Source: an optimization exercise on an open RTL-to-GDS flow (aim: small area, a short achievable clock period and few clock cycles per item). Production flows keep margins and buffers that such runs may drop. Where RTL was checked, it was by simulation tests only, not by an equivalence proof against the original. Power is estimated from default activity; no workload was simulated.

## red
Design fetch_top, start of the top module:
module fetch_top (
    input  logic  clk_in,
    input  logic  br_reset,
    input  logic  stall,
    input  logic  redirect_valid,
    input  logic [31:0] redirect_pc,
    output logic  out_valid,
    output logic [31:0] out_ins,
    output logic [31:0] out_pc,
    output logic [31:0] out_pred_pc,
    input  logic  upd_valid,
    input  logic [31:0] upd_pc,
    input  logic  upd_taken,
    output logic  mem_req,
    output logic [31:0] mem_addr,
    input  logic  mem_ack,
    input  logic [31:0] mem_data
);
==> module fetch_top, before the edit <==
module fetch_top (
    input  logic  clk_in,
    input  logic  br_reset,
    input  logic  stall,
    input  logic  redirect_valid,
    input  logic [31:0] redirect_pc,
    output logic  out_valid,
    output logic [31:0] out_ins,
    output logic [31:0] out_pc,
    output logic [31:0] out_pred_pc,
    input  logic  upd_valid,
    input  logic [31:0] upd_pc,
    input  logic  upd_taken,
    output logic  mem_req,
    output logic [31:0] mem_addr,
    input  logic  mem_ack,
    input  logic [31:0] mem_data
);
    localparam logic [6:0] OP_JAL    = 7'b1101111;
    localparam logic [6:0] OP_BRANCH = 7'b1100011;
    logic [1:0]  ctr_q [16];
    logic [31:2] addr_q;      
    logic [31:2] np_q;        
    logic        stale_q;     
    logic        discard;
    logic        deliver;
    assign mem_addr    = {addr_q, 2'b00};
    assign out_pc      = {addr_q, 2'b00};
    assign out_pred_pc = {np_q, 2'b00};
    assign discard = mem_req && mem_ack && (stale_q || redirect_valid);
    assign deliver = mem_req && mem_ack && !stale_q && !redirect_valid && !stall;
    logic        is_jal, is_br, taken;
    logic [18:0] t_x;         
    logic [18:0] t_ci;        
    logic        t_c;
    logic [10:0] hi_inc, hi_dec;
    logic [29:0] seq_pc;
    assign is_jal = (mem_data[6:0] == OP_JAL);
    assign is_br  = (mem_data[6:0] == OP_BRANCH);
    assign taken  = is_jal || (is_br && ctr_q[addr_q[5:2]][1]);
    tgt_add tgt_add_i (.a(addr_q[20:2]), .ins(mem_data), .x(t_x), .ci(t_ci), .co(t_c));
    incdec #(.N(11)) hi_id (.x(addr_q[31:21]), .inc(hi_inc), .dec(hi_dec));
    logic [18:0] seq_lo;
    logic        seq_c;
    inc #(.N(19)) seq_i (.x(addr_q[20:2]), .y(seq_lo), .co(seq_c));
    assign seq_pc = {seq_c ? hi_inc : addr_q[31:21], seq_lo};
    logic [29:0] np_hold;     
    logic        take;        
    logic [10:0] hi_c1, hi_c0;
    logic [10:0] np_hi_c1, np_hi_c0;
    logic [29:0] np_d;
    always_comb begin
        if (br_reset) begin
            np_hold = '0;
        end else if (redirect_valid) begin
            np_hold = redirect_pc[31:2];
        end else if (deliver) begin
            np_hold = seq_pc;
        end else begin
            np_hold = np_q;
        end
    end
    assign take  = deliver && taken && !br_reset;
    assign hi_c1 = mem_data[31] ? addr_q[31:21] : hi_inc;
    assign hi_c0 = mem_data[31] ? hi_dec : addr_q[31:21];
    assign np_hi_c1 = take ? hi_c1 : np_hold[29:19];
    assign np_hi_c0 = take ? hi_c0 : np_hold[29:19];
    logic [18:0] np_lo_q;
    sel2 #(.N(19)) lo_sel (.s(take), .a(t_x), .b(np_hold[18:0]), .y(np_lo_q));
    xor_and #(.N(19)) lo_sum (.q(np_lo_q), .t(take), .c(t_ci), .y(np_d[18:0]));
    sel2 #(.N(11)) hi_sel (.s(t_c), .a(np_hi_c1), .b(np_hi_c0), .y(np_d[29:19]));
    always_ff @(posedge clk_in) begin
        if (br_reset) begin
            mem_req   <= 1'b0;
            out_valid <= 1'b0;
            stale_q   <= 1'b0;
        end else begin
            out_valid <= deliver;
            if (!mem_req) begin
                if (!redirect_valid) begin
                    mem_req <= 1'b1;
                    stale_q <= 1'b0;
                end
            end else begin
                if (redirect_valid) begin
                    stale_q <= 1'b1;
                end
                if (discard) begin
                    mem_req <= 1'b0;
                end
                if (deliver) begin
                    mem_req <= 1'b0;
                end
            end
        end
    end
    always_ff @(posedge clk_in) begin
        np_q <= np_d;
    end
    always_ff @(posedge clk_in) begin
        if (!mem_req && !redirect_valid) begin
            addr_q <= np_q;
        end
    end
    always_ff @(posedge clk_in) begin
        out_ins <= mem_data;
    end
    for (genvar i = 0; i < 16; i++) begin : ctr_
        logic [1:0] c;
        logic [1:0] c_next;
        assign c = ctr_q[i];
        assign c_next = upd_taken ? {c[1] | c[0], c[1] | !c[0]}
                                  : {c[1] & c[0], c[1] & !c[0]};
        always_ff @(posedge clk_in) begin
            if (br_reset) begin
                ctr_q[i] <= 2'b01;
            end else if (upd_valid && upd_pc[5:2] == i) begin
                ctr_q[i] <= c_next;
            end
        end
    end
endmodule
==> module tgt_add, before the edit <==
module tgt_add (
    input  logic [18:0] a,
    input  logic [31:0] ins,
    output logic [18:0] x,
    output logic [18:0] ci,
    output logic        co
);
    logic [18:0] b;
    assign b[18]    = ins[31];
    assign b[17:13] = ins[2] ? ins[19:15] : {5{ins[31]}};
    assign b[12:10] = ins[3] ? ins[14:12] : {3{ins[31]}};
    assign b[9]     = ins[3] ? ins[20] : ins[7];
    assign b[8:3]   = ins[30:25];
    assign b[2:0]   = ins[2] ? ins[24:22] : ins[11:9];
    ks_carry #(.N(19)) add_i (.a(a), .b(b), .x(x), .ci(ci), .co(co));
endmodule
==> module ks_carry, before the edit <==
module ks_carry #(
    parameter int N = 8
) (
    input  logic [N-1:0] a,
    input  logic [N-1:0] b,
    output logic [N-1:0] x,
    output logic [N-1:0] ci,
    output logic         co
);
    localparam int L = (N > 16) ? 5 : (N > 8) ? 4 : (N > 4) ? 3 : (N > 2) ? 2 : 1;
    logic [N-1:0] g [L+1];
    logic [N-1:0] p [L+1];
    bit_xor #(.N(N)) x_i (.a(a), .b(b), .y(x));
    bit_and #(.N(N)) g_i (.a(a), .b(b), .y(g[0]));
    assign p[0] = x;
    for (genvar l = 0; l < L; l++) begin : lvl
        for (genvar i = 0; i < N; i++) begin : bit_
            if (i >= (1 << l)) begin : comb
                assign g[l+1][i] = g[l][i] | (p[l][i] & g[l][i-(1<<l)]);
                assign p[l+1][i] = p[l][i] & p[l][i-(1<<l)];
            end else begin : pass
                assign g[l+1][i] = g[l][i];
                assign p[l+1][i] = p[l][i];
            end
        end
    end
    assign ci = {g[L][N-2:0], 1'b0};
    assign co = g[L][N-1];
endmodule
==> module xor_and, before the edit <==
module xor_and #(
    parameter int N = 8
) (
    input  logic [N-1:0] q,
    input  logic         t,
    input  logic [N-1:0] c,
    output logic [N-1:0] y
);
    assign y = q ^ ({N{t}} & c);
endmodule
clock: 6.0 ns
lec_check: 0
abc_area: 1
abc_clock_period_in_ps: 3000
cap_margin: 20
core_margin: 8
core_utilization: 40
cts_buf_list: sky130_fd_sc_hd__clkbuf_4 sky130_fd_sc_hd__clkbuf_8
cts_cluster_size: 30
setup_slack_margin: 3.2
slew_margin: 20
synth_hierarchical: 1
synth_minimum_keep_size: 0
standard.sh (not shown) runs the stock make flow with config.mk's settings and CLKGATE_MAP_FILE= SYNTH_SCRIPT=/design/flow/synth_recipe.tcl, a recipe that flattens the netlist after the stock synthesis.
==> flow/flow/run.sh <==
#!/bin/bash
# The standard layout, with the ports buffered by the smallest buffer
# instead of the flow's default pick; repair still resizes them as needed.
set -euo pipefail
export BUFFER_PORTS_ARGS="-buffer_cell sky130_fd_sc_hd__buf_1"
export REMOVE_ABC_BUFFERS=1
bash standard.sh > standard.log 2>&1
> inputs changed (red -> blue)
--- a/flow/design.v
+++ b/flow/design.v
@@ -32,15 +32,14 @@
     assign discard = mem_req && mem_ack && (stale_q || redirect_valid);
     assign deliver = mem_req && mem_ack && !stale_q && !redirect_valid && !stall;
     logic        is_jal, is_br, taken;
-    logic [18:0] t_x;         
-    logic [18:0] t_ci;        
+    logic [18:0] t_lo;
     logic        t_c;
     logic [10:0] hi_inc, hi_dec;
     logic [29:0] seq_pc;
     assign is_jal = (mem_data[6:0] == OP_JAL);
     assign is_br  = (mem_data[6:0] == OP_BRANCH);
     assign taken  = is_jal || (is_br && ctr_q[addr_q[5:2]][1]);
-    tgt_add tgt_add_i (.a(addr_q[20:2]), .ins(mem_data), .x(t_x), .ci(t_ci), .co(t_c));
+    tgt_add tgt_add_i (.a(addr_q[20:2]), .ins(mem_data), .s(t_lo), .co(t_c));
     incdec #(.N(11)) hi_id (.x(addr_q[31:21]), .inc(hi_inc), .dec(hi_dec));
     logic [18:0] seq_lo;
     logic        seq_c;
@@ -67,9 +66,7 @@
     assign hi_c0 = mem_data[31] ? hi_dec : addr_q[31:21];
     assign np_hi_c1 = take ? hi_c1 : np_hold[29:19];
     assign np_hi_c0 = take ? hi_c0 : np_hold[29:19];
-    logic [18:0] np_lo_q;
-    sel2 #(.N(19)) lo_sel (.s(take), .a(t_x), .b(np_hold[18:0]), .y(np_lo_q));
-    xor_and #(.N(19)) lo_sum (.q(np_lo_q), .t(take), .c(t_ci), .y(np_d[18:0]));
+    sel2 #(.N(19)) lo_sel (.s(take), .a(t_lo), .b(np_hold[18:0]), .y(np_d[18:0]));
     sel2 #(.N(11)) hi_sel (.s(t_c), .a(np_hi_c1), .b(np_hi_c0), .y(np_d[29:19]));
     always_ff @(posedge clk_in) begin
         if (br_reset) begin
@@ -125,8 +122,7 @@
 module tgt_add (
     input  logic [18:0] a,
     input  logic [31:0] ins,
-    output logic [18:0] x,
-    output logic [18:0] ci,
+    output logic [18:0] s,
     output logic        co
 );
     logic [18:0] b;
@@ -136,20 +132,20 @@
     assign b[9]     = ins[3] ? ins[20] : ins[7];
     assign b[8:3]   = ins[30:25];
     assign b[2:0]   = ins[2] ? ins[24:22] : ins[11:9];
-    ks_carry #(.N(19)) add_i (.a(a), .b(b), .x(x), .ci(ci), .co(co));
-endmodule
-module ks_carry #(
-    parameter int N = 8
-) (
-    input  logic [N-1:0] a,
-    input  logic [N-1:0] b,
-    output logic [N-1:0] x,
-    output logic [N-1:0] ci,
+    ks_add #(.N(19)) add_i (.a(a), .b(b), .s(s), .co(co));
+endmodule
+module ks_add #(
+    parameter int N = 8
+) (
+    input  logic [N-1:0] a,
+    input  logic [N-1:0] b,
+    output logic [N-1:0] s,
     output logic         co
 );
     localparam int L = (N > 16) ? 5 : (N > 8) ? 4 : (N > 4) ? 3 : (N > 2) ? 2 : 1;
     logic [N-1:0] g [L+1];
     logic [N-1:0] p [L+1];
+    logic [N-1:0] x;
     bit_xor #(.N(N)) x_i (.a(a), .b(b), .y(x));
     bit_and #(.N(N)) g_i (.a(a), .b(b), .y(g[0]));
     assign p[0] = x;
@@ -164,7 +160,7 @@
             end
         end
     end
-    assign ci = {g[L][N-2:0], 1'b0};
+    bit_xor #(.N(N)) s_i (.a(x), .b({g[L][N-2:0], 1'b0}), .y(s));
     assign co = g[L][N-1];
 endmodule
 module bit_xor #(
@@ -204,24 +200,14 @@
 );
     assign {co, y} = {1'b0, x} + 1'b1;
 endmodule
-module xor_and #(
-    parameter int N = 8
-) (
-    input  logic [N-1:0] q,
-    input  logic         t,
-    input  logic [N-1:0] c,
+module sel2 #(
+    parameter int N = 8
+) (
+    input  logic         s,
+    input  logic [N-1:0] a,
+    input  logic [N-1:0] b,
     output logic [N-1:0] y
 );
-    assign y = q ^ ({N{t}} & c);
-endmodule
-module sel2 #(
-    parameter int N = 8
-) (
-    input  logic         s,
-    input  logic [N-1:0] a,
-    input  logic [N-1:0] b,
-    output logic [N-1:0] y
-);
     assign y = s ? a : b;
 endmodule
 `default_nettype wire
==> comparison <==
red → blue: worst setup slack rose 0.12 ns; wire length per cell after detailed routing fell 0.23 µm. Summary of the comparison: total vias in the final route is lower in blue, relative to red. For fraction of power consumed by combinational cells, blue and red come out practically identical. Die span in x: blue vs red down 0.56 µm. Comparing red and blue, minimum setup slack among reg-to-reg paths is higher on blue. Going from red to blue, power in sequential cells closely matched the old numbers, worst hold slack -0.016 ns, critical path depth grew by 2.
Function was not checked in any run of this note: the RTL went through the layout flow alone.

The RTL this note starts from:
==> flow/design.v <==
`timescale 1ns/100ps
`default_nettype none
module fetch_top (
    input  logic  clk_in,
    input  logic  br_reset,
    input  logic  stall,
    input  logic  redirect_valid,
    input  logic [31:0] redirect_pc,
    output logic  out_valid,
    output logic [31:0] out_ins,
    output logic [31:0] out_pc,
    output logic [31:0] out_pred_pc,
    input  logic  upd_valid,
    input  logic [31:0] upd_pc,
    input  logic  upd_taken,
    output logic  mem_req,
    output logic [31:0] mem_addr,
    input  logic  mem_ack,
    input  logic [31:0] mem_data
);
    localparam logic [6:0] OP_JAL    = 7'b1101111;
    localparam logic [6:0] OP_BRANCH = 7'b1100011;
    logic [1:0]  ctr_q [16];
    logic [31:2] addr_q;      
    logic [31:2] np_q;        
    logic        stale_q;     
    logic        discard;
    logic        deliver;
    assign mem_addr    = {addr_q, 2'b00};
    assign out_pc      = {addr_q, 2'b00};
    assign out_pred_pc = {np_q, 2'b00};
    assign discard = mem_req && mem_ack && (stale_q || redirect_valid);
    assign deliver = mem_req && mem_ack && !stale_q && !redirect_valid && !stall;
    logic        is_jal, is_br, taken;
    logic [18:0] t_lo;
    logic        t_c;
    logic [10:0] hi_inc, hi_dec;
    logic [29:0] seq_pc;
    assign is_jal = (mem_data[6:0] == OP_JAL);
    assign is_br  = (mem_data[6:0] == OP_BRANCH);
    assign taken  = is_jal || (is_br && ctr_q[addr_q[5:2]][1]);
    tgt_add tgt_add_i (.a(addr_q[20:2]), .ins(mem_data), .s(t_lo), .co(t_c));
    incdec #(.N(11)) hi_id (.x(addr_q[31:21]), .inc(hi_inc), .dec(hi_dec));
    logic [18:0] seq_lo;
    logic        seq_c;
    inc #(.N(19)) seq_i (.x(addr_q[20:2]), .y(seq_lo), .co(seq_c));
    assign seq_pc = {seq_c ? hi_inc : addr_q[31:21], seq_lo};
    logic [29:0] np_hold;     
    logic        take;        
    logic [10:0] hi_c1, hi_c0;
    logic [10:0] np_hi_c1, np_hi_c0;
    logic [29:0] np_d;
    always_comb begin
        if (br_reset) begin
            np_hold = '0;
        end else if (redirect_valid) begin
            np_hold = redirect_pc[31:2];
        end else if (deliver) begin
            np_hold = seq_pc;
        end else begin
            np_hold = np_q;
        end
    end
    assign take  = deliver && taken && !br_reset;
    assign hi_c1 = mem_data[31] ? addr_q[31:21] : hi_inc;
    assign hi_c0 = mem_data[31] ? hi_dec : addr_q[31:21];
    assign np_hi_c1 = take ? hi_c1 : np_hold[29:19];
    assign np_hi_c0 = take ? hi_c0 : np_hold[29:19];
    sel2 #(.N(19)) lo_sel (.s(take), .a(t_lo), .b(np_hold[18:0]), .y(np_d[18:0]));
    sel2 #(.N(11)) hi_sel (.s(t_c), .a(np_hi_c1), .b(np_hi_c0), .y(np_d[29:19]));
    always_ff @(posedge clk_in) begin
        if (br_reset) begin
            mem_req   <= 1'b0;
            out_valid <= 1'b0;
            stale_q   <= 1'b0;
        end else begin
            out_valid <= deliver;
            if (!mem_req) begin
                if (!redirect_valid) begin
                    mem_req <= 1'b1;
                    stale_q <= 1'b0;
                end
            end else begin
                if (redirect_valid) begin
                    stale_q <= 1'b1;
                end
                if (discard) begin
                    mem_req <= 1'b0;
                end
                if (deliver) begin
                    mem_req <= 1'b0;
                end
            end
        end
    end
    always_ff @(posedge clk_in) begin
        np_q <= np_d;
    end
    always_ff @(posedge clk_in) begin
        if (!mem_req && !redirect_valid) begin
            addr_q <= np_q;
        end
    end
    always_ff @(posedge clk_in) begin
        out_ins <= mem_data;
    end
    for (genvar i = 0; i < 16; i++) begin : ctr_
        logic [1:0] c;
        logic [1:0] c_next;
        assign c = ctr_q[i];
        assign c_next = upd_taken ? {c[1] | c[0], c[1] | !c[0]}
                                  : {c[1] & c[0], c[1] & !c[0]};
        always_ff @(posedge clk_in) begin
            if (br_reset) begin
                ctr_q[i] <= 2'b01;
            end else if (upd_valid && upd_pc[5:2] == i) begin
                ctr_q[i] <= c_next;
            end
        end
    end
endmodule
module tgt_add (
    input  logic [18:0] a,
    input  logic [31:0] ins,
    output logic [18:0] s,
    output logic        co
);
    logic [18:0] b;
    assign b[18]    = ins[31];
    assign b[17:13] = ins[2] ? ins[19:15] : {5{ins[31]}};
    assign b[12:10] = ins[3] ? ins[14:12] : {3{ins[31]}};
    assign b[9]     = ins[3] ? ins[20] : ins[7];
    assign b[8:3]   = ins[30:25];
    assign b[2:0]   = ins[2] ? ins[24:22] : ins[11:9];
    ks_add #(.N(19)) add_i (.a(a), .b(b), .s(s), .co(co));
endmodule
module ks_add #(
    parameter int N = 8
) (
    input  logic [N-1:0] a,
    input  logic [N-1:0] b,
    output logic [N-1:0] s,
    output logic         co
);
    localparam int L = (N > 16) ? 5 : (N > 8) ? 4 : (N > 4) ? 3 : (N > 2) ? 2 : 1;
    logic [N-1:0] g [L+1];
    logic [N-1:0] p [L+1];
    logic [N-1:0] x;
    assign x    = a ^ b;
    assign g[0] = a & b;
    assign p[0] = x;
    for (genvar l = 0; l < L; l++) begin : lvl
        for (genvar i = 0; i < N; i++) begin : bit_
            if (i >= (1 << l)) begin : comb
                assign g[l+1][i] = g[l][i] | (p[l][i] & g[l][i-(1<<l)]);
                assign p[l+1][i] = p[l][i] & p[l][i-(1<<l)];
            end else begin : pass
                assign g[l+1][i] = g[l][i];
                assign p[l+1][i] = p[l][i];
            end
        end
    end
    assign s  = x ^ {g[L][N-2:0], 1'b0};
    assign co = g[L][N-1];
endmodule
module incdec #(
    parameter int N = 8
) (
    input  logic [N-1:0] x,
    output logic [N-1:0] inc,
    output logic [N-1:0] dec
);
    assign inc = x + 1'b1;
    assign dec = x - 1'b1;
endmodule
module inc #(
    parameter int N = 8
) (
    input  logic [N-1:0] x,
    output logic [N-1:0] y,
    output logic         co
);
    assign {co, y} = {1'b0, x} + 1'b1;
endmodule
module sel2 #(
    parameter int N = 8
) (
    input  logic         s,
    input  logic [N-1:0] a,
    input  logic [N-1:0] b,
    output logic [N-1:0] y
);
    assign y = s ? a : b;
endmodule
`default_nettype wire
Settings: LEC_CHECK=0, ABC_AREA=1, ABC_CLOCK_PERIOD_IN_PS=3000, CAP_MARGIN=20, CORE_MARGIN=8, CORE_UTILIZATION=40, CTS_BUF_LIST=sky130_fd_sc_hd__clkbuf_4 sky130_fd_sc_hd__clkbuf_8, CTS_CLUSTER_SIZE=30, SETUP_SLACK_MARGIN=3.5, SLEW_MARGIN=20, SYNTH_HIERARCHICAL=1, SYNTH_MINIMUM_KEEP_SIZE=0; clock period 6.0 ns.
Scripts as last shown in full above: flow/flow/run.sh
Testbench counts at the start, summed over its fixed seeds: cycles 51,127, items 14,446.
Rerun with:
--- a/flow/design.v
+++ b/flow/design.v
@@ -94,14 +94,14 @@
         end
     end
     always_ff @(posedge clk_in) begin
         np_q <= np_d;
     end
+    logic [29:0] addr_d;
+    sel2 #(.N(30)) addr_sel (.s(mem_req || redirect_valid), .a(addr_q), .b(np_q), .y(addr_d));
     always_ff @(posedge clk_in) begin
-        if (!mem_req && !redirect_valid) begin
-            addr_q <= np_q;
-        end
+        addr_q <= addr_d;
     end
     always_ff @(posedge clk_in) begin
         out_ins <= mem_data;
     end
     for (genvar i = 0; i < 16; i++) begin : ctr_
The new run ran to the end with no violations.
Combinational power came out higher by 27%.
Worst setup slack improved by 0.019 ns.
Synthesized area rose by 1.2%.
Die area is higher by 1.1%.
Maximum frequency climbs by 0.79%.
Sequential share of layout area fell by 2.4 points.
Testbench counts after the change, summed over its fixed seeds: cycles 51,127, items 14,446.

-- what the ideal ports hide --
How much do the figures lean on ideal ports? The routed layouts below were timed once more, with nothing changed but the port constraints. Step 1 sets driving cells, clkbuf_16 on the clock port and buf_2 on the other inputs (assumed; they add their load-dependent delay and slew). Step 2 adds t to the input delays and takes it off the output delays; t is the mean of the earliest and latest rising clock arrival at the registers after step 1. Input paths then give back, and output paths get back, about the clock's delay inside the block. Three values: ideal ports, drivers, drivers and shift; two values: the first two.
run	shift t [ns]	slack for setup (ns)	worst hold slack (ns)	pins driven straight from the clock port
red	0.476	3.287 / 3.288 / 2.813	0.464 / 0.464 / 0.464	1
blue	0.492	3.402 / 3.412 / 2.920	0.449 / 0.449 / 0.449	1
the first run of note 2	0.487	3.523 / 3.423 / 2.936	0.461 / 0.461 / 0.461	1
the second run of note 2	0.499	3.543 / 3.424 / 2.925	0.451 / 0.451 / 0.451	1
After both steps setup and hold are still met in every run listed. The setup slack of the second run of note 2, which loses most, moves by -0.119 ns with the drivers and by -0.618 ns with both steps.
